Background: an optimization exercise with open tools, aiming at small area. Do not read the settings as production practice.
Function was checked by simulation only, so behaviour that the tests miss may differ from the original.
Power is estimated from default activity; no workload was simulated.

### flow/config.mk
export PLATFORM = sky130hd
export DESIGN_NAME = core_top
export DESIGN_NICKNAME = core_top
export VERILOG_FILES = /design/flow/design.v
export SDC_FILE = /design/flow/constraint.sdc
export NUM_CORES = 4
export LEC_CHECK = 0
export CAP_MARGIN = 20
export CORE_MARGIN = 2
export CORE_UTILIZATION = 40
export SLEW_MARGIN = 20
### flow/constraint.sdc
create_clock -name core_clock -period 5.5 [get_ports {clk}]
set_input_delay 1.1000 -clock core_clock [delete_from_list [all_inputs] [get_ports {clk}]]
set_output_delay 1.1000 -clock core_clock [all_outputs]
set_load 0.01 [all_outputs]
### flow/design.v
`timescale 1ns/1ps
`default_nettype none
package core_isa_pkg;
	typedef logic [32-1:0]      word_t;      
	typedef logic [4-1:0] reg_idx_t;   
	typedef logic [5-1:0]   shamt_t;     
	typedef enum logic [2:0] {
		ALU_ADD = 3'd0,   
		ALU_SUB = 3'd1,   
		ALU_RSB = 3'd2,   
		ALU_AND = 3'd3,
		ALU_ORR = 3'd4,
		ALU_EOR = 3'd5,
		ALU_MOV = 3'd6,   
		ALU_MVN = 3'd7    
	} alu_op_e;
	typedef enum logic [1:0] {
		OPND_REG_SHIFT = 2'd0,   
		OPND_IMM8_S    = 2'd1,
		OPND_IMM12_U   = 2'd2,
		OPND_ZERO      = 2'd3    
	} opnd_kind_e;
	typedef struct packed {
		alu_op_e    op;      
		opnd_kind_e kind;    
		logic [6:0] rsvd;    
		reg_idx_t   rn;      
		reg_idx_t   rd;      
		logic [12-1:0] imm12;   
	} instr_t;
endpackage
`default_nettype wire
`timescale 1ns/1ps
`default_nettype none
package core_pipe_pkg;
	typedef struct packed {
		logic       valid;   
		logic [2:0]                op;      
		logic [1:0]                kind;    
		logic [5-1:0]  shamt;
		logic [4-1:0] rd;
	} issue_ctl_t;
	typedef struct packed {
		logic     valid;
		logic [4-1:0] rd;
	} dst_tag_t;
	typedef struct packed {
		logic [4-1:0] rd;
		logic [32-1:0]    value;
	} retire_t;
endpackage
`default_nettype wire
`timescale 1ns/1ps
`default_nettype none
module reg_file (
	input  logic                 clk,
	input  logic                 reset,
	input  core_isa_pkg::reg_idx_t rd_idx_a,   
	input  core_isa_pkg::reg_idx_t rd_idx_b,   
	output core_isa_pkg::word_t  rd_data_a,
	output core_isa_pkg::word_t  rd_data_b,
	input  logic                 wr_en,
	input  core_isa_pkg::reg_idx_t wr_idx,
	input  core_isa_pkg::word_t  wr_data
);
	core_isa_pkg::word_t regs [16];   
	always_ff @(posedge clk or posedge reset) begin
		if (reset) begin
			for (int i = 0; i < 16; i++) begin
				regs[i] <= '0;   
			end
		end else if (wr_en) begin
			regs[wr_idx] <= wr_data;
		end
	end
	assign rd_data_a = regs[rd_idx_a];
	assign rd_data_b = regs[rd_idx_b];
endmodule
`default_nettype wire
`timescale 1ns/1ps
`default_nettype none
module operand_extend (
	input  core_isa_pkg::instr_t instr,
	output core_isa_pkg::word_t  imm
);
	logic [8-1:0]  imm8;    
	logic [12-1:0] imm12;
	assign imm12 = instr.imm12;
	assign imm8  = instr.imm12[8-1:0];
	always_comb begin
		case (instr.kind)
			core_isa_pkg::OPND_IMM8_S:
				imm = {{(32-8){imm8[8-1]}}, imm8};   
			core_isa_pkg::OPND_IMM12_U:
				imm = {{(32-12){1'b0}}, imm12};   
			default:
				imm = '0;
		endcase
	end
endmodule
`default_nettype wire
`timescale 1ns/1ps
`default_nettype none
module issue_stage (
	input  logic                     clk,
	input  logic                     reset,
	input  logic                     instr_valid,
	output logic                     instr_ready,
	input  core_isa_pkg::word_t      instr,
	input  logic                     advance,     
	input  core_pipe_pkg::dst_tag_t  ex_tag,      
	input  core_pipe_pkg::dst_tag_t  wb_tag,      
	output core_isa_pkg::instr_t     cur_instr,
	output core_isa_pkg::reg_idx_t   rd_idx_a,
	output core_isa_pkg::reg_idx_t   rd_idx_b,
	output core_pipe_pkg::issue_ctl_t issue
);
	logic     hold_valid;   
	core_isa_pkg::instr_t   hold_instr;   
	core_isa_pkg::reg_idx_t src_a;        
	core_isa_pkg::reg_idx_t src_b;        
	logic     use_b;        
	logic     haz_a;
	logic     haz_b;
	logic     hazard;
	logic     go;           
	logic     accept;
	assign src_a = hold_instr.rn;
	assign src_b = hold_instr.imm12[3:0];
	assign use_b = (hold_instr.kind == core_isa_pkg::OPND_REG_SHIFT);
	assign haz_a = (ex_tag.valid && ex_tag.rd == src_a) ||
	               (wb_tag.valid && wb_tag.rd == src_a);
	assign haz_b = use_b && ((ex_tag.valid && ex_tag.rd == src_b) ||
	                         (wb_tag.valid && wb_tag.rd == src_b));
	assign hazard = haz_a || haz_b;
	assign go          = hold_valid && advance && !hazard;
	assign instr_ready = !hold_valid || go;   
	assign accept      = instr_valid && instr_ready;
	always_ff @(posedge clk or posedge reset) begin
		if (reset) begin
			hold_valid <= 1'b0;
		end else if (instr_ready) begin
			hold_valid <= instr_valid;   
		end
	end
	always_ff @(posedge clk) begin
		if (accept) begin
			hold_instr <= core_isa_pkg::instr_t'(instr);
		end
	end
	assign rd_idx_a  = src_a;
	assign rd_idx_b  = src_b;
	assign cur_instr = hold_instr;   
	always_comb begin
		issue.valid = go;
		issue.op    = hold_instr.op;
		issue.kind  = hold_instr.kind;
		issue.shamt = hold_instr.imm12[11:7];
		issue.rd    = hold_instr.rd;
	end
endmodule
`default_nettype wire
`timescale 1ns/1ps
`default_nettype none
module execute_stage (
	input  logic                      clk,
	input  logic                      reset,
	input  core_pipe_pkg::issue_ctl_t issue,
	input  core_isa_pkg::word_t       rd_data_a,   
	input  core_isa_pkg::word_t       rd_data_b,   
	input  core_isa_pkg::word_t       imm,
	output logic                      advance,
	output core_pipe_pkg::dst_tag_t   ex_tag,
	output core_pipe_pkg::dst_tag_t   wb_tag,
	output logic                      retire_valid,
	input  logic                      retire_ready,
	output core_pipe_pkg::retire_t    retire,
	output logic                      wr_en,
	output core_isa_pkg::reg_idx_t    wr_idx,
	output core_isa_pkg::word_t       wr_data
);
	core_pipe_pkg::issue_ctl_t ex_ctl;      
	core_isa_pkg::word_t      ex_a;        
	core_isa_pkg::word_t      ex_b;
	core_isa_pkg::word_t      ex_imm;
	core_isa_pkg::word_t      opnd_b;
	core_isa_pkg::word_t      alu_out;
	logic       res_valid;   
	core_pipe_pkg::retire_t    res;
	assign advance = !res_valid || retire_ready;
	always_ff @(posedge clk or posedge reset) begin
		if (reset) begin
			ex_ctl    <= '0;
			res_valid <= 1'b0;
		end else if (advance) begin
			ex_ctl    <= issue;          
			res_valid <= ex_ctl.valid;
		end
	end
	always_ff @(posedge clk) begin
		if (advance && issue.valid) begin
			ex_a   <= rd_data_a;
			ex_b   <= rd_data_b;
			ex_imm <= imm;
		end
		if (advance && ex_ctl.valid) begin
			res.rd    <= ex_ctl.rd;
			res.value <= alu_out;
		end
	end
	assign opnd_b = (ex_ctl.kind == core_isa_pkg::OPND_REG_SHIFT) ? (ex_b << ex_ctl.shamt) : ex_imm;
	always_comb begin
		case (ex_ctl.op)
			core_isa_pkg::ALU_ADD: alu_out = ex_a + opnd_b;
			core_isa_pkg::ALU_SUB: alu_out = ex_a - opnd_b;
			core_isa_pkg::ALU_RSB: alu_out = opnd_b - ex_a;   
			core_isa_pkg::ALU_AND: alu_out = ex_a & opnd_b;
			core_isa_pkg::ALU_ORR: alu_out = ex_a | opnd_b;
			core_isa_pkg::ALU_EOR: alu_out = ex_a ^ opnd_b;
			core_isa_pkg::ALU_MOV: alu_out = opnd_b;
			default: alu_out = ~opnd_b;         
		endcase
	end
	assign ex_tag.valid = ex_ctl.valid;
	assign ex_tag.rd    = ex_ctl.rd;
	assign wb_tag.valid = res_valid;
	assign wb_tag.rd    = res.rd;
	assign retire_valid = res_valid;
	assign retire       = res;   
	assign wr_en   = res_valid && retire_ready;
	assign wr_idx  = res.rd;
	assign wr_data = res.value;
endmodule
`default_nettype wire
`timescale 1ns/1ps
`default_nettype none
module core_top (
	input  logic                   clk,
	input  logic                   reset,
	input  logic                   instr_valid,
	output logic                   instr_ready,
	input  core_isa_pkg::word_t    instr,
	output logic                   retire_valid,
	input  logic                   retire_ready,
	output core_pipe_pkg::retire_t retire
);
	core_isa_pkg::reg_idx_t    rd_idx_a;
	core_isa_pkg::reg_idx_t    rd_idx_b;
	core_isa_pkg::word_t       rd_data_a;
	core_isa_pkg::word_t       rd_data_b;
	core_isa_pkg::instr_t      cur_instr;   
	core_isa_pkg::word_t       imm;
	core_pipe_pkg::issue_ctl_t issue;
	core_pipe_pkg::dst_tag_t   ex_tag;
	core_pipe_pkg::dst_tag_t   wb_tag;
	logic                      advance;
	logic                      wr_en;
	core_isa_pkg::reg_idx_t    wr_idx;
	core_isa_pkg::word_t       wr_data;
	issue_stage issue0 (
		.clk         (clk),
		.reset       (reset),
		.instr_valid (instr_valid),
		.instr_ready (instr_ready),
		.instr       (instr),
		.advance     (advance),
		.ex_tag      (ex_tag),
		.wb_tag      (wb_tag),
		.cur_instr   (cur_instr),
		.rd_idx_a    (rd_idx_a),
		.rd_idx_b    (rd_idx_b),
		.issue       (issue)
	);
	reg_file regs0 (
		.clk       (clk),
		.reset     (reset),
		.rd_idx_a  (rd_idx_a),
		.rd_idx_b  (rd_idx_b),
		.rd_data_a (rd_data_a),
		.rd_data_b (rd_data_b),
		.wr_en     (wr_en),
		.wr_idx    (wr_idx),
		.wr_data   (wr_data)
	);
	operand_extend ext0 (
		.instr (cur_instr),
		.imm   (imm)
	);
	execute_stage exec0 (
		.clk          (clk),
		.reset        (reset),
		.issue        (issue),
		.rd_data_a    (rd_data_a),
		.rd_data_b    (rd_data_b),
		.imm          (imm),
		.advance      (advance),
		.ex_tag       (ex_tag),
		.wb_tag       (wb_tag),
		.retire_valid (retire_valid),
		.retire_ready (retire_ready),
		.retire       (retire),
		.wr_en        (wr_en),
		.wr_idx       (wr_idx),
		.wr_data      (wr_data)
	);
endmodule
`default_nettype wire
### flow/run.sh
#!/bin/bash
# synth_recipe.tcl (not shown) runs the flow's synth.tcl, then flattens the netlist and writes it again
# the make line also repeats each setting of config.mk as NAME=value (left out here)
make -C /OpenROAD-flow-scripts/flow DESIGN_CONFIG=/design/flow/config.mk WORK_HOME=/design/flow/orfs CLKGATE_MAP_FILE= SYNTH_SCRIPT=/design/flow/synth_recipe.tcl finish
==> impl_metrics.csv, run 1 <==
group,metric,value,unit
clock_network,holdBufCountCts,0,
timing,setup_violations,0,
clock_network,cts_max_level,3,
timing,rsz0062_at_grt,"false",
min_path,hold_class,"flop to flop",
clock_network,clock-sinks,667,
critical_path,startpoint_type,"flop",
clock_network,cts_inserted_buffers,75,
synth,synth_edf_count,138,
synth,synthFlopType,"dfrtp_1",
timing,finalCritPeriodShare,0.9643,
final_layout,num-fill-cells,8924,
routing,wirelength,148.4,mm
synth,yosys_warnings,5,
floorplanning,start_util,0.4043,
job,maxCapViolations,0,
placed_design,gp_congestion,0.9473,
routing,wl_per_cell,30.59,microns
routing,route.detailed.drc,0,
routing,vias,31970,
power_and_ir_drop,power_density,700.7,mW/mm^2
global_routing,overflow,0,
timing,slew_headroom,0.2064,
routing,vias_per_cell,6.592,
final_layout,drive_gt1_frac,0.2503,
clock_network,cts_max_path_buffers,3,
timing,fin_crit,5.304,ns
critical_path,worstSetupPathType,"flop to flop",
power_and_ir_drop,max-vdd-ir-drop,0.0002966,V
final_layout,seq_area,0.01739,sq mm
critical_path,cp.required,5.87,ns
global_routing,grt_pass1_wl,216.5,mm
timing,slew_viol_final,0,
synth,synth-seq-cells,667,
final_layout,multiInputGateArea,0.02003,sq mm
global_routing,grt_pass1_vias,31280,
power_and_ir_drop,p_leak,17.88,nW
clock_network,cts_tree,"done",
timing,fin_skew,0.03541,ns
floorplanning,pin_count,74,
synth,ys_seq_area_frac,0.4512,
clock_network,path_clk_slew,0.07,ns
synth,synthesis.nets,3680,
final_layout,nNetsFinal,3685,
global_routing,antenna_found_initial,10,
timing,finalHoldViolations,0,
critical_path,crit_arrival,5.67,ns
placed_design,place_hpwl,89.86,mm
floorplanning,rows,113,
status,status,"no timing/DRC/antenna violations",
clock_network,cts_root_buf,"clkbuf_16",
final_layout,fin_util,0.4597,
final_layout,fin_cells,4850,
critical_path,end_kind,"flop",
critical_path,path_max_fanout,30,
floorplanning,die_h,314.3,microns
synth,syn_area,0.03853,sq mm
clock_network,insertion_delay,0.65,ns
global_routing,grt_max_degree,85,
synth,yosys.cell_types.count,84,
placed_design,dpl_cell_area,0.04115,sq mm
floorplanning,dieArea,0.09881,sq mm
synth,syn_area_per_cell,10.97,sq um
floorplanning,coreArea,0.09529,sq mm
floorplanning,fp.dieW,314.3,microns
final_layout,syn_to_final_growth,13.71,%
placed_design,placed_cells,4705,
global_routing,track_usage,0.2957,
timing,fin_tns_setup,0,ns
final_layout,design_area,0.04381,sq mm
synth,ys_async_sr_fraction,0.7931,
placed_design,port_buffers,66,
routing,drt_iter0_markers,4129,
synth,syn_inst,3513,
routing,first_pass_iters,16,
timing,fmax,0.1885,GHz
timing,worst_slew_pin_slew,1.188,ns
routing,detail-route-antenna-nets,0,
-- per-stage QoR --
stage	hold slack (ns)	power, mW	worst slack [ns]
after floorplan	0.4260	19.54	-2.790
after detailed placement	0.4619	24.87	0.1330
after global routing	0.4880	32.45	0.05066
after CTS	0.4715	30.27	0.1243
after global placement	0.4608	24.72	0.1156
final	0.4579	30.69	0.1963
-- flip-flops by register name, summed over array words and instances, names as in the netlist --
register and cells:
regs0.regs 512, exec0.ex_b 32, exec0.ex_imm 13, issue0.hold_instr 25
exec0.ex_ctl 15, exec0.res_valid 1, exec0.ex_a 32, issue0.hold_valid 1
exec0.res 36
-- layout by cell type, fill, tap and decap left out, drive strengths merged, types with 13 or more instances in the layout --
master         Yosys  layout
o22a              64      64
ha               129     129
a22o              44      44
dfrtp            529     529
mux2             530     530
a221oi            65      65
nor2             133     133
nand3             62      62
clkbuf           240      98
o221ai            22      22
nor2b             16      16
clkinv             2      28
mux2i             40      40
nand2b            21      21
and2              28      28
a22oi            376     376
o21ai            114     114
a211oi            13      13
clkdlybuf4s50      0      66
nor3              37      37
edfxtp           138     138
a31oi             21      21
a21oi            189     189
nand2            185     185
mux4              22      22
xor2              29      29
inv               99     102
nand4            102     102
xnor2             74      74
buf               35     137
-- power by group --
part / switching (mW) / internal [mW] / total (mW) / leakage, nW
clock network: 2.21 / 3.07 / 5.28 / 1.28
registers: 2.87 / 7.80 / 10.7 / 7.98
logic: 8.46 / 6.28 / 14.7 / 8.61
total: 13.5 / 17.2 / 30.7 / 17.9
-- layer usage --
metal,global-route usage,up-vias,wire (microns)
met5,0,-,48
met4,0.1252,8,7309
met3,0.09862,531,17370
met2,0.4533,1916,65620
met1,0.3824,16090,58020
li1,-,13430,-
-- critical path, stage by stage, from the launching register on --
cell	delay, ns
dfrtp_2	0.37
buf_12	0.20
mux4_2	0.59
mux4_2	0.53
a221oi_4	0.28
ha_1	0.32
or4_1	0.54
or4_1	0.47
o32a_1	0.22
o2111ai_1	0.15
buf_4	0.19
a311o_1	0.28
a21oi_2	0.12
a21oi_1	0.20
mux2i_1	0.20
o221ai_1	0.12
o21ai_0	0.11
o21ai_0	0.14
-- worst paths after layout --
kind	slack (ns)	cells past startpoint	end	from
max	0.20	17	exec0.res[30]	exec0.ex_ctl[4]
min	0.46	2	exec0.ex_ctl[13]	issue0.hold_instr[31]
max reg2reg	0.20	17	exec0.res[30]	exec0.ex_ctl[4]
min reg2reg	0.46	2	exec0.ex_ctl[13]	issue0.hold_instr[31]
max in group asynchronous	3.25	4	regs0.regs[14][29]	reset
min in group asynchronous	0.99	2	regs0.regs[10][7]	reset
-- kinds of logic after synthesis --
logic type      share of synthesized area
compound gates                     0.1866
buf+inv                           0.03715
flops                              0.4512
simple gates                      0.07963
fa+ha+maj                         0.04349
mux                                0.1784
xor+xnor                          0.02361
-- synth_stat cells, drive strengths merged, types with 13 or more instances --
master	number	share of area
a211oi	13	0.0027
a21oi	189	0.025
a221oi	65	0.015
a22o	44	0.010
a22oi	376	0.073
a31oi	21	0.0034
and2	28	0.0045
buf	35	0.0039
clkbuf	240	0.023
dfrtp	529	0.34
edfxtp	138	0.11
ha	129	0.042
inv	99	0.0096
mux2	530	0.15
mux2i	40	0.010
mux4	22	0.013
nand2	185	0.018
nand2b	21	0.0034
nand3	62	0.0081
nand4	102	0.017
nor2	133	0.013
nor2b	16	0.0026
nor3	37	0.0048
o21ai	114	0.015
o221ai	22	0.0055
o22a	64	0.015
xnor2	74	0.017
xor2	29	0.0068
-- layout make-up --
cell class	count	area share
Clock buffer	98	0.04901
Antenna cell	5	0.0002856
Clock inverter	41	0.01062
Inverter	101	0.008768
Sequential cell	667	0.3969
Multi-Input combinational cell	2470	0.4572
Timing Repair Buffer	203	0.04113
Tap cell	1265	0.03613
-- repair_timing --
action                     in CTS  in global routing
setup buffers                   0                  1
setup endpoints to repair       0                  6
resized for setup               0                 10
==> run 2, diff against run 1 <==
==> flow/design.v (replaced) <==
`timescale 1ns/1ps
`default_nettype none
package core_isa_pkg;
	typedef logic [32-1:0]      word_t;      
	typedef logic [4-1:0] reg_idx_t;   
	typedef logic [5-1:0]   shamt_t;     
	typedef enum logic [2:0] {
		ALU_ADD = 3'd0,   
		ALU_SUB = 3'd1,   
		ALU_RSB = 3'd2,   
		ALU_AND = 3'd3,
		ALU_ORR = 3'd4,
		ALU_EOR = 3'd5,
		ALU_MOV = 3'd6,   
		ALU_MVN = 3'd7    
	} alu_op_e;
	typedef enum logic [1:0] {
		OPND_REG_SHIFT = 2'd0,   
		OPND_IMM8_S    = 2'd1,
		OPND_IMM12_U   = 2'd2,
		OPND_ZERO      = 2'd3    
	} opnd_kind_e;
	typedef struct packed {
		alu_op_e    op;      
		opnd_kind_e kind;    
		logic [6:0] rsvd;    
		reg_idx_t   rn;      
		reg_idx_t   rd;      
		logic [12-1:0] imm12;   
	} instr_t;
endpackage
`default_nettype wire
`timescale 1ns/1ps
`default_nettype none
package core_pipe_pkg;
	typedef struct packed {
		logic       valid;   
		logic [2:0]                op;      
		logic [1:0]                kind;    
		logic [5-1:0]  shamt;
		logic [4-1:0] rd;
	} issue_ctl_t;
	typedef struct packed {
		logic     valid;
		logic [4-1:0] rd;
	} dst_tag_t;
	typedef struct packed {
		logic [4-1:0] rd;
		logic [32-1:0]    value;
	} retire_t;
endpackage
`default_nettype wire
`timescale 1ns/1ps
`default_nettype none
module core_top (
	input  logic        clk,
	input  logic        reset,
	input  logic        instr_valid,
	output logic        instr_ready,
	input  logic [31:0] instr,
	output logic        retire_valid,
	input  logic        retire_ready,
	output logic [35:0] retire
);
	logic [4:0]  t;          
	logic        clr;        
	logic        f;          
	logic        busy2;      
	logic        rv;         
	logic        cy;         
	logic [2:0]  op_s;
	logic [3:0]  rn_s;
	logic [3:0]  rd_s;
	logic [4:0]  sh_s;
	logic [31:0] s;
	logic [31:0] ring [16];
	wire [1:0] kind = instr[28:27];
	wire       k0   = (kind == 2'd0);
	wire [4:0] sh_p = k0 ? instr[11:7] : 5'd0;
	wire [3:0] sel = busy2 ? rn_s : instr[3:0];
	wire       tap = ring[sel][0] & ~clr;
	logic imm_bit;
	always_comb begin
		case (kind)
			2'd1:    imm_bit = (t < 5'd8)  ? instr[t[2:0]] : instr[7];
			2'd2:    imm_bit = (t < 5'd12) ? instr[t[3:0]] : 1'b0;
			default: imm_bit = 1'b0;
		endcase
	end
	wire p1_en = ({1'b0, t} + {1'b0, sh_p}) <= 6'd31;
	wire s_in1 = k0 ? tap : imm_bit;
	wire a    = tap;
	wire b    = (t < sh_s) ? 1'b0 : s[0];
	wire x    = a ^ (op_s == 3'd2);
	wire y    = b ^ (op_s == 3'd1);
	wire ci   = (t == 5'd0) ? (op_s == 3'd1 || op_s == 3'd2) : cy;
	wire sum  = x ^ y ^ ci;
	wire co   = (x & y) | (ci & (x ^ y));
	logic r;
	always_comb begin
		case (op_s)
			3'd0, 3'd1, 3'd2: r = sum;
			3'd3:    r = a & b;
			3'd4:    r = a | b;
			3'd5:    r = a ^ b;
			3'd6:    r = b;
			default: r = ~b;
		endcase
	end
	wire last   = (t == 5'd31);
	wire accept = instr_valid && instr_ready;
	assign instr_ready  = f && last;
	assign retire_valid = rv;
	assign retire       = {rd_s, s};
	always_ff @(posedge clk or posedge reset) begin
		if (reset) begin
			t     <= 5'd0;
			clr   <= 1'b1;
			busy2 <= 1'b0;
			rv    <= 1'b0;
		end else begin
			t <= t + 5'd1;
			if (last) begin
				clr   <= 1'b0;
				busy2 <= accept;
			end
			if (busy2 && last)
				rv <= 1'b1;
			else if (retire_ready)
				rv <= 1'b0;
		end
	end
	always_ff @(posedge clk) begin
		cy <= co;
		if (t == 5'd0)
			f <= instr_valid && !busy2 && (!rv || retire_ready);
		if (accept) begin
			op_s <= instr[31:29];
			rn_s <= instr[19:16];
			rd_s <= instr[15:12];
			sh_s <= sh_p;
		end
		if (busy2)
			s <= {r, s[31:1]};
		else if ((!rv || retire_ready) && p1_en)
			s <= {s_in1, s[31:1]};
	end
	for (genvar k = 0; k < 16; k++) begin : g_ring
		wire we = busy2 && (rd_s == k);
		always_ff @(posedge clk)
			ring[k] <= {clr ? 1'b0 : (we ? r : ring[k][0]), ring[k][31:1]};
	end
endmodule
`default_nettype wire
==> run 2 against run 1 <==
  * Register-to-register slack improved by 1.4 ns
  * Via count decreased by 82%
  * Critical path type is now primary input to flop
  * Sequential power decreased by about 60%
  * Critical endpoint is now ring[1][31]
  * Largest power group is now registers
  * Wire length decreased by 88%
  * Global-route usage decreased by 20 points
  * Still clean on timing, DRC and antenna
==> impl_metrics.csv, run 2 <==
group,metric,value,unit
routing,drt_iter0_markers,217,
final_layout,reg_top3,"ring (512), s (32)",
final_layout,nNetsFinal,941,
placed_design,port_buffers,66,
critical_path,path_max_fanout,16,
synth,synthesis.nets,831,
floorplanning,dieArea,0.03518,sq mm
final_layout,diodes,0,
placed_design,place_hpwl,10.50,mm
power_and_ir_drop,power.internal,6.162,mW
final_layout,fin_util,0.4859,
synth,yosys_warnings,2,
timing,rsz0062_at_grt,"false",
clock_network,cts_max_level,2,
routing,wl_per_cell,12.79,microns
power_and_ir_drop,pwr-share-clk,0.423,
power_and_ir_drop,power_frac_seq,0.559,
routing,route.detailed.drc,0,
critical_path,crit_chain,"clkdlybuf4s50_1 -> mux2i_1 -> and3_1 -> o41ai_2 -> a41oi_2 -> xnor2_1 -> fa_1 -> a21oi_1 -> a311oi_1 -> a311o_1 -> buf_4 -> a21oi_1",
synth,syn_area_per_cell,17.35,sq um
synth,synth_top_cell_area_share,0.7619,
final_layout,final_cell_mix,"dfxtp_1, clkdlybuf4s50_1, clkbuf_16",
floorplanning,die_h,187.6,microns
floorplanning,coreArea,0.03336,sq mm
floorplanning,start_util,0.4040,
synth,yosys.cell_types.count,48,
status,status,"no timing/DRC/antenna violations",
routing,vias_per_cell,4.108,
synth,synth_most_common_cell,"dfxtp_1",
critical_path,path_common_cell,"a21oi_1",
timing,finalHoldViolations,0,
timing,fin_skew,0.01025,ns
power_and_ir_drop,switchingPower,1.433,mW
power_and_ir_drop,totalPowerFinal,7.595,mW
floorplanning,rows,67,
critical_path,cp.required,5.91,ns
critical_path,worstSetupPathType,"primary input to flop",
clock_network,cts_max_path_buffers,3,
synth,synthTopCellsByArea,"dfxtp_1, edfxtp_1, ha_1",
synth,synth_edf_count,49,
floorplanning,fp.dieW,187.6,microns
critical_path,end_kind,"flop",
global_routing,grt_pass1_vias,5475,
routing,first_pass_iters,4,
timing,setup_violations,0,
synth,ys_async_sr_fraction,0.01404,
power_and_ir_drop,power_density,468.4,mW/mm^2
clock_network,insertion_delay,0.54,ns
placed_design,gp_congestion,0.7911,
global_routing,antenna_found_initial,0,
synth,syn_area,0.01348,sq mm
clock_network,holdBufCountCts,0,
global_routing,track_usage,0.09966,
critical_path,critical_path_buf_inv_count,2,
clock_network,cts_inserted_buffers,48,
routing,wirelength,17.53,mm
critical_path,crit_family,"compound AO/OA/AOI/OAI gates",
critical_path,startpoint_type,"primary input",
clock_network,cts_root_buf,"clkbuf_16",
final_layout,drive_gt1_frac,0.1009,
final_layout,syn_to_final_growth,20.28,%
timing,fmax,0.2260,GHz
final_layout,final_common_cell,"dfxtp_1",
clock_network,post_cts_buffers,0,
power_and_ir_drop,max-vdd-ir-drop,0.0003179,V
floorplanning,pin_count,74,
global_routing,overflow,0,
timing,slew_headroom,0.3675,
global_routing,grt_max_degree,33,
timing,worst_slew_pin_slew,0.9488,ns
clock_network,cts_tree,"done",
timing,slew_viol_final,0,
clock_network,path_clk_slew,0.06,ns
final_layout,regMostFlops,"ring",
clock_network,clock-sinks,570,
global_routing,grt_pass1_wl,28.09,mm
synth,synth-seq-cells,570,
critical_path,slowest_stage,"clkdlybuf4s50_1",
synth,synthFlopType,"dfxtp_1",
timing,fin_crit,4.424,ns
timing,finalCritPeriodShare,0.8044,
synth,synth_top_cells_by_count,"dfxtp_1, edfxtp_1, inv_1, nor2_1",
min_path,hold_class,"flop to flop",
synth,ys_seq_area_frac,0.8860,
timing,fin_tns_setup,0,ns
clock_network,cts_resized,0,
synth,yosysTopAreaCell,"dfxtp_1",
power_and_ir_drop,combinationalPowerShare,0.017,
routing,detail-route-antenna-nets,0,
power_and_ir_drop,p_sw_frac,0.1886,
synth,syn_inst,777,
job,maxCapViolations,0,
power_and_ir_drop,p_leak,6.453,nW
critical_path,crit_arrival,4.84,ns
routing,vias,5628,
final_layout,largest_reg_flops,512,
critical_path,cpPeakStageDelay,0.78,ns
[run 2: cell count changes after synthesis, sizes merged, moves of 80 or more]
cell    previous run  this run
nand2            185        16
o21ai            114        18
a22oi            376         0
a21oi            189        21
ha               129        17
edfxtp           138        49
clkbuf           240         4
inv               99        19
nand4            102         0
dfxtp              0       513
mux2             530         1
dfrtp            529         7
nor2             133        19
[run 2: final cells by class]
cell class                      instances  area [sq um]
Sequential cell                       570         11940
Timing Repair Buffer                   68         675.6
Fill cell                            2844         17150
Clock inverter                         12         107.6
Inverter                               19         71.32
Multi-Input combinational cell        180          1416
Clock buffer                           73          1439
Tap cell                              448         560.5
[run 2: final timing paths]
kind                              from           to  slack (ns)  cells after the start
hold / removal             ring[13][2]  ring[13][1]        0.32                      0
setup reg to reg                 busy2  ring[1][31]        1.60                     11
min in group asynchronous        reset        busy2        0.84                      2
setup / recovery              instr[1]  ring[1][31]        1.08                     12
max in group asynchronous        reset          clr        4.37                      2
hold reg to reg            ring[13][2]  ring[13][1]        0.32                      0
[run 2: per-layer routing]
metal	GRT usage	part of all wire	vias to the layer above
met5	0	0	-
met4	0.04452	0.031	0
met3	0.03107	0.061	45
met2	0.1350	0.39	139
met1	0.1455	0.52	2658
li1	-	-	2786
[run 2: per-stage QoR]
| stage | hold slack [ns] | instance area, sq um | setup WS, ns | instances |
|---|---|---|---|---|
| 2_1_floorplan | 0.3096 | 13480 | 0.2791 | 777 |
| 3_3_place_gp | 0.3104 | 14670 | 0.6336 | 1285 |
| 3_5_place_dp | 0.3121 | 14670 | 0.5519 | 1285 |
| 4_1_cts | 0.3231 | 16210 | 1.126 | 1370 |
| 5_1_grt | 0.3249 | 16210 | 0.8986 | 1370 |
| 6_report | 0.3196 | 16210 | 1.076 | 1370 |
[run 2: power by group through the flow]
stage	clock network, mW	registers [mW]	logic (mW)
6_report	3.21	4.25	0.131
5_1_grt	3.49	4.25	0.139
4_1_cts	3.32	4.25	0.132
3_5_place_dp	0	4.34	0.132
3_3_place_gp	0	4.34	0.131
2_1_floorplan	0	4.35	0.0326
[run 2: logic make-up (layout without fill, tap and decap cells)]
logic type | after synthesis | in the layout | share of synthesized area
adder cells (fa/ha/maj) | 18 | 18 | 0.01727
multiplexers | 11 | 11 | 0.01188
AND/OR/NAND/NOR | 79 | 79 | 0.02998
flip-flops | 570 | 570 | 0.8860
buffers and inverters | 27 | 172 | 0.009932
AO/OA/AOI/OAI | 68 | 68 | 0.04233
XOR/XNOR | 4 | 4 | 0.002600
==> run 3, diff against run 2 <==
--- a/flow/design.v
+++ b/flow/design.v
@@ -87,10 +87,15 @@
 			default: imm_bit = 1'b0;
 		endcase
 	end
-	wire p1_en = ({1'b0, t} + {1'b0, sh_p}) <= 6'd31;
+	function automatic logic cout5(input logic [4:0] x, input logic [4:0] y, input logic ci);
+		cout5 = ci;
+		for (int i = 0; i < 5; i++)
+			cout5 = (x[i] & y[i]) | ((x[i] | y[i]) & cout5);
+	endfunction
+	wire p1_en = !cout5(t, sh_p, 1'b0);
 	wire s_in1 = k0 ? tap : imm_bit;
 	wire a    = tap;
-	wire b    = (t < sh_s) ? 1'b0 : s[0];
+	wire b    = cout5(t, ~sh_s, 1'b1) & s[0];
 	wire x    = a ^ (op_s == 3'd2);
 	wire y    = b ^ (op_s == 3'd1);
 	wire ci   = (t == 5'd0) ? (op_s == 3'd1 || op_s == 3'd2) : cy;
@@ -145,10 +150,11 @@
 		else if ((!rv || retire_ready) && p1_en)
 			s <= {s_in1, s[31:1]};
 	end
+	wire wbit = r & ~clr;
 	for (genvar k = 0; k < 16; k++) begin : g_ring
-		wire we = busy2 && (rd_s == k);
+		wire we = clr || (busy2 && (rd_s == k));
 		always_ff @(posedge clk)
-			ring[k] <= {clr ? 1'b0 : (we ? r : ring[k][0]), ring[k][31:1]};
+			ring[k] <= {we ? wbit : ring[k][0], ring[k][31:1]};
 	end
 endmodule
 `default_nettype wire
==> flow/flow/run.sh (new file) <==
#!/bin/bash
set -euo pipefail
export BUFFER_PORTS_ARGS="-buffer_cell sky130_fd_sc_hd__buf_1"
export CTS_ARGS="-sink_clustering_enable -repair_clock_nets -dont_use_dummy_load -buf_list sky130_fd_sc_hd__clkbuf_8 -sink_buffer_max_cap_derate 1.0 -sink_clustering_size 20 -sink_clustering_max_diameter 100"
bash standard.sh > standard_flow.log 2>&1
==> flow/standard.sh (new file) <==
#!/bin/bash
# synth_recipe.tcl (not shown) runs the flow's synth.tcl, then flattens the netlist and writes it again
# the make line also repeats each setting of config.mk as NAME=value (left out here)
make -C /OpenROAD-flow-scripts/flow DESIGN_CONFIG=/design/flow/config.mk WORK_HOME=/design/flow/orfs CLKGATE_MAP_FILE= SYNTH_SCRIPT=/design/flow/synth_recipe.tcl "${@:-finish}"
--- a/flow/config.mk
+++ b/flow/config.mk
@@ -7,5 +7,5 @@
 export LEC_CHECK = 0
 export CAP_MARGIN = 20
 export CORE_MARGIN = 2
-export CORE_UTILIZATION = 40
+export CORE_UTILIZATION = 70
 export SLEW_MARGIN = 20
removed: flow/run.sh
==> run 3 against run 2 <==
  * Still clean on timing, DRC and antenna
  * Total power down 22%
  * Sequential power about the same
  * Die area decreased by 43%
  * Combinational power is 41% lower
  * Clock skew rose by 0.031 ns
  * Global-route usage increased by 10 points
  * Clock power down 49%
  * Core utilization rose by 28 points
==> impl_metrics.csv, run 3 <==
group,metric,value,unit
routing,vias,5432,
synth,yosysTopAreaCell,"dfxtp_1",
timing,worst_slew_pin_slew,0.9607,ns
power_and_ir_drop,p_leak,5.551,nW
final_layout,design_area,0.01424,sq mm
clock_network,path_clk_slew,0.12,ns
critical_path,path_common_cell,"o21ai_0",
power_and_ir_drop,power_density,418.6,mW/mm^2
critical_path,reg2reg_slack,1.09,ns
synth,synth_top_cells_by_count,"dfxtp_1, edfxtp_1, nand2_1, o41ai_1, nand3b_1",
timing,fin_crit,4.412,ns
status,status,"no timing/DRC/antenna violations",
critical_path,end_kind,"flop",
synth,synth-seq-cells,570,
floorplanning,dieArea,0.02006,sq mm
clock_network,clock-sinks,570,
timing,fin_tns_setup,0,ns
final_layout,num-fill-cells,1002,
global_routing,grt_max_degree,35,
synth,synthFlopType,"dfxtp_1",
synth,yosys.cell_types.count,45,
min_path,hold_class,"flop to flop",
global_routing,overflow,0,
floorplanning,coreArea,0.01864,sq mm
synth,synthesis.nets,791,
timing,slew_viol_final,0,
critical_path,reg2reg_depth,13,
critical_path,worstSetupPathType,"flop to flop",
critical_path,path_max_fanout,16,
synth,syn_inst,747,
floorplanning,start_util,0.7111,
synth,synth_edf_count,49,
clock_network,cts_root_buf,"clkbuf_8",
timing,fmax,0.2266,GHz
final_layout,syn_to_final_growth,7.408,%
timing,slew_headroom,0.3595,
synth,yosys_warnings,2,
floorplanning,die_h,141.6,microns
placed_design,port_buffers,66,
timing,worst_slack,1.088,ns
final_layout,seq_area,0.01194,sq mm
placed_design,pre_cts_ws,0.2130,ns
floorplanning,fp.dieW,141.6,microns
critical_path,reg2reg_to,"ring[9][31]",
timing,fin_skew,0.04083,ns
timing,finalHoldViolations,0,
synth,syn_area,0.01326,sq mm
routing,vias_per_cell,5.062,
critical_path,crit_chain,"mux2i_4 -> mux4_1 -> mux2i_1 -> o221ai_2 -> nand2_1 -> xor2_1 -> fa_1 -> a21oi_1 -> o21ai_0 -> o21ai_0 -> o2bb2ai_2 -> buf_6 -> o41ai_1",
clock_network,cts_max_level,2,
synth,synthTopCellsByArea,"dfxtp_1, edfxtp_1, dfrtp_1",
critical_path,cpPeakStageDelay,0.77,ns
final_layout,regMostFlops,"ring",
clock_network,holdBufCountCts,0,
min_path,holdPathEnd,"ring[10][25]",
synth,ys_seq_area_frac,0.9008,
min_path,min_from,"ring[10][26]",
placed_design,dpl_cell_area,0.01375,sq mm
final_layout,fin_util,0.7638,
synth,ys_async_sr_fraction,0.01404,
clock_network,cts_max_path_buffers,3,
critical_path,crit_arrival,4.81,ns
final_layout,reg_top3,"ring (512), s (32)",
power_and_ir_drop,combinationalPowerShare,0.013,
routing,wirelength,19.20,mm
final_layout,final_cell_mix,"dfxtp_1, buf_1, edfxtp_1",
final_layout,nNetsFinal,885,
synth,synth_top_cell_area_share,0.7746,
global_routing,grt_pass1_vias,5594,
floorplanning,rows,50,
placed_design,place_hpwl,12.18,mm
critical_path,path_depth,13,
global_routing,track_usage,0.1998,
final_layout,final_common_cell,"dfxtp_1",
clock_network,post_cts_buffers,0,
critical_path,crit_family,"compound AO/OA/AOI/OAI gates",
final_layout,multiInputGateArea,0.001229,sq mm
placed_design,placed_cells,1038,
clock_network,cts_tree,"done",
power_and_ir_drop,p_sw_frac,0.1921,
critical_path,cp.required,5.89,ns
power_and_ir_drop,pwr-share-clk,0.275,
clock_network,cts_inserted_buffers,34,
routing,route.detailed.drc,0,
global_routing,grt_pass1_wl,30.18,mm
critical_path,reg2reg_from,"busy2",
job,maxCapViolations,0,
min_path,worstHoldPathCells,0,
critical_path,critical_path_buf_inv_count,1,
timing,rsz0062_at_grt,"false",
routing,detail-route-antenna-nets,0,
global_routing,antenna_found_initial,1,
power_and_ir_drop,power_frac_seq,0.712,
clock_network,cts_resized,0,
critical_path,startpoint_type,"flop",
placed_design,gp_congestion,0.8215,
synth,synth_most_common_cell,"dfxtp_1",
routing,wl_per_cell,17.89,microns
power_and_ir_drop,max-vdd-ir-drop,0.0003575,V
final_layout,diodes,0,
final_layout,fin_cells,1073,
routing,drt_iter0_markers,297,
critical_path,slowest_stage,"dfrtp_1",
power_and_ir_drop,power.internal,4.815,mW
floorplanning,pin_count,74,
timing,setup_violations,0,
final_layout,drive_gt1_frac,0.05483,
clock_network,insertion_delay,0.54,ns
routing,first_pass_iters,5,
power_and_ir_drop,switchingPower,1.145,mW
timing,finalCritPeriodShare,0.8022,
final_layout,largest_reg_flops,512,
synth,syn_area_per_cell,17.75,sq um
==> run 3: cell types whose count changed after synthesis, moves of 4 or more <==
cell	delta
o21ai_0	-10
o22ai_1	-6
nand2b_1	-6
inv_1	-8
nand3b_1	+13
a21oi_4	-10
nand2_1	+6
nor2_1	-8
o41ai_1	+17
ha_1	-10
a21oi_1	-8
maj3_1	+4
==> run 3: cell type report <==
class	instances	area share
flip-flops and latches	570	0.8387
multi-input cells	156	0.08628
clock buffers	34	0.03286
well taps	234	0.02056
repair buffers	68	0.01872
inverters	11	0.002900
==> run 3: logic make-up (layout without fill, tap and decap cells) <==
logic type,count (synthesis),in the layout,share of synthesized area
AO/OA/AOI/OAI,44,44,0.02727
XOR/XNOR,4,4,0.002643
adder cells (fa/ha/maj),12,12,0.01114
buffers and inverters,21,113,0.007267
flip-flops,570,570,0.9008
multiplexers,13,13,0.01699
AND/OR/NAND/NOR,83,83,0.03388
==> run 3: metrics by stage <==
| step | total power [mW] | hold slack [ns] |
|---|---|---|
| final | 5.961 | 0.2821 |
| after detailed placement | 4.417 | 0.3121 |
| after global routing | 6.144 | 0.2805 |
| after CTS | 5.998 | 0.2845 |
| after global placement | 4.414 | 0.3110 |
| after floorplan | 4.375 | 0.3096 |
==> run 3: power by group through the flow <==
stage          Sequential [mW]  Combinational, mW  Clock, mW
5_1_grt                   4.25             0.0851       1.81
3_3_place_gp              4.34             0.0760          0
4_1_cts                   4.25             0.0776       1.67
2_1_floorplan             4.35             0.0245          0
3_5_place_dp              4.34             0.0772          0
6_report                  4.24             0.0778       1.64
==> run 3: worst register-to-register path, cell delays in order (launching register included) <==
cell and delay, ns:
dfrtp_1 0.77, mux2i_4 0.44, mux4_1 0.58, mux2i_1 0.21
o221ai_2 0.18, nand2_1 0.14, xor2_1 0.24, fa_1 0.44
a21oi_1 0.26, o21ai_0 0.13, o21ai_0 0.13, o2bb2ai_2 0.10
buf_6 0.17, o41ai_1 0.48
==> run 3: worst max-delay path by stage <==
| stage | slack [ns] | from | to |
|---|---|---|---|
| 6_report | 1.09 | busy2 | ring[9][31] |
| 3_5_place_dp | 0.21 | instr[0] | ring[9][31] |
| 5_1_grt | 0.87 | busy2 | ring[9][31] |
| 4_1_cts | 0.51 | busy2 | ring[9][31] |
| 2_1_floorplan | 0.64 | instr[27] | s[0] |
| 3_3_place_gp | 0.62 | instr[0] | s[31] |
==> run 3: per-layer routing <==
layer,routed length [microns],vias up,track usage
li1,-,2637,-
met1,9135,2601,0.2900
met2,8799,162,0.3127
met3,908,32,0.03814
met4,355,0,0.06158
met5,0,-,0

port drivers added, routing unchanged:
The results above use ideal ports. As a check the final layouts listed here were re-extracted and re-timed, cells and wires unchanged.
Step 1 (the two cells are an assumption about what drives the block):
set clk [get_ports {clk}]
set_driving_cell -lib_cell sky130_fd_sc_hd__clkbuf_16 $clk
set_driving_cell -lib_cell sky130_fd_sc_hd__buf_2 [delete_from_list [all_inputs] $clk]
Step 2 moves the port delays by t, midway between the first and last clock arrival at a register: inputs arrive t later, outputs are due t later. That takes back most of the time a late clock gives input paths.
Slacks: ideal / step 1 / step 2; pairs: ideal / step 1.
run | t, ns | slack for setup (ns) | worst hold slack (ns) | worst setup path after step 2
run 1 | 0.707 | 0.196 / 0.196 / 0.196 | 0.458 / 0.458 / 0.458 | register to register
run 2 | 0.583 | 1.076 / 1.097 / 0.514 | 0.320 / 0.320 / 0.320 | input to register
run 3 | 0.565 | 1.088 / 1.088 / 0.771 | 0.282 / 0.282 / 0.282 | input to register
After both steps every run listed still meets setup and hold. The setup slack of run 2, which loses most, moves by +0.021 ns with the drivers and by -0.562 ns with both steps.
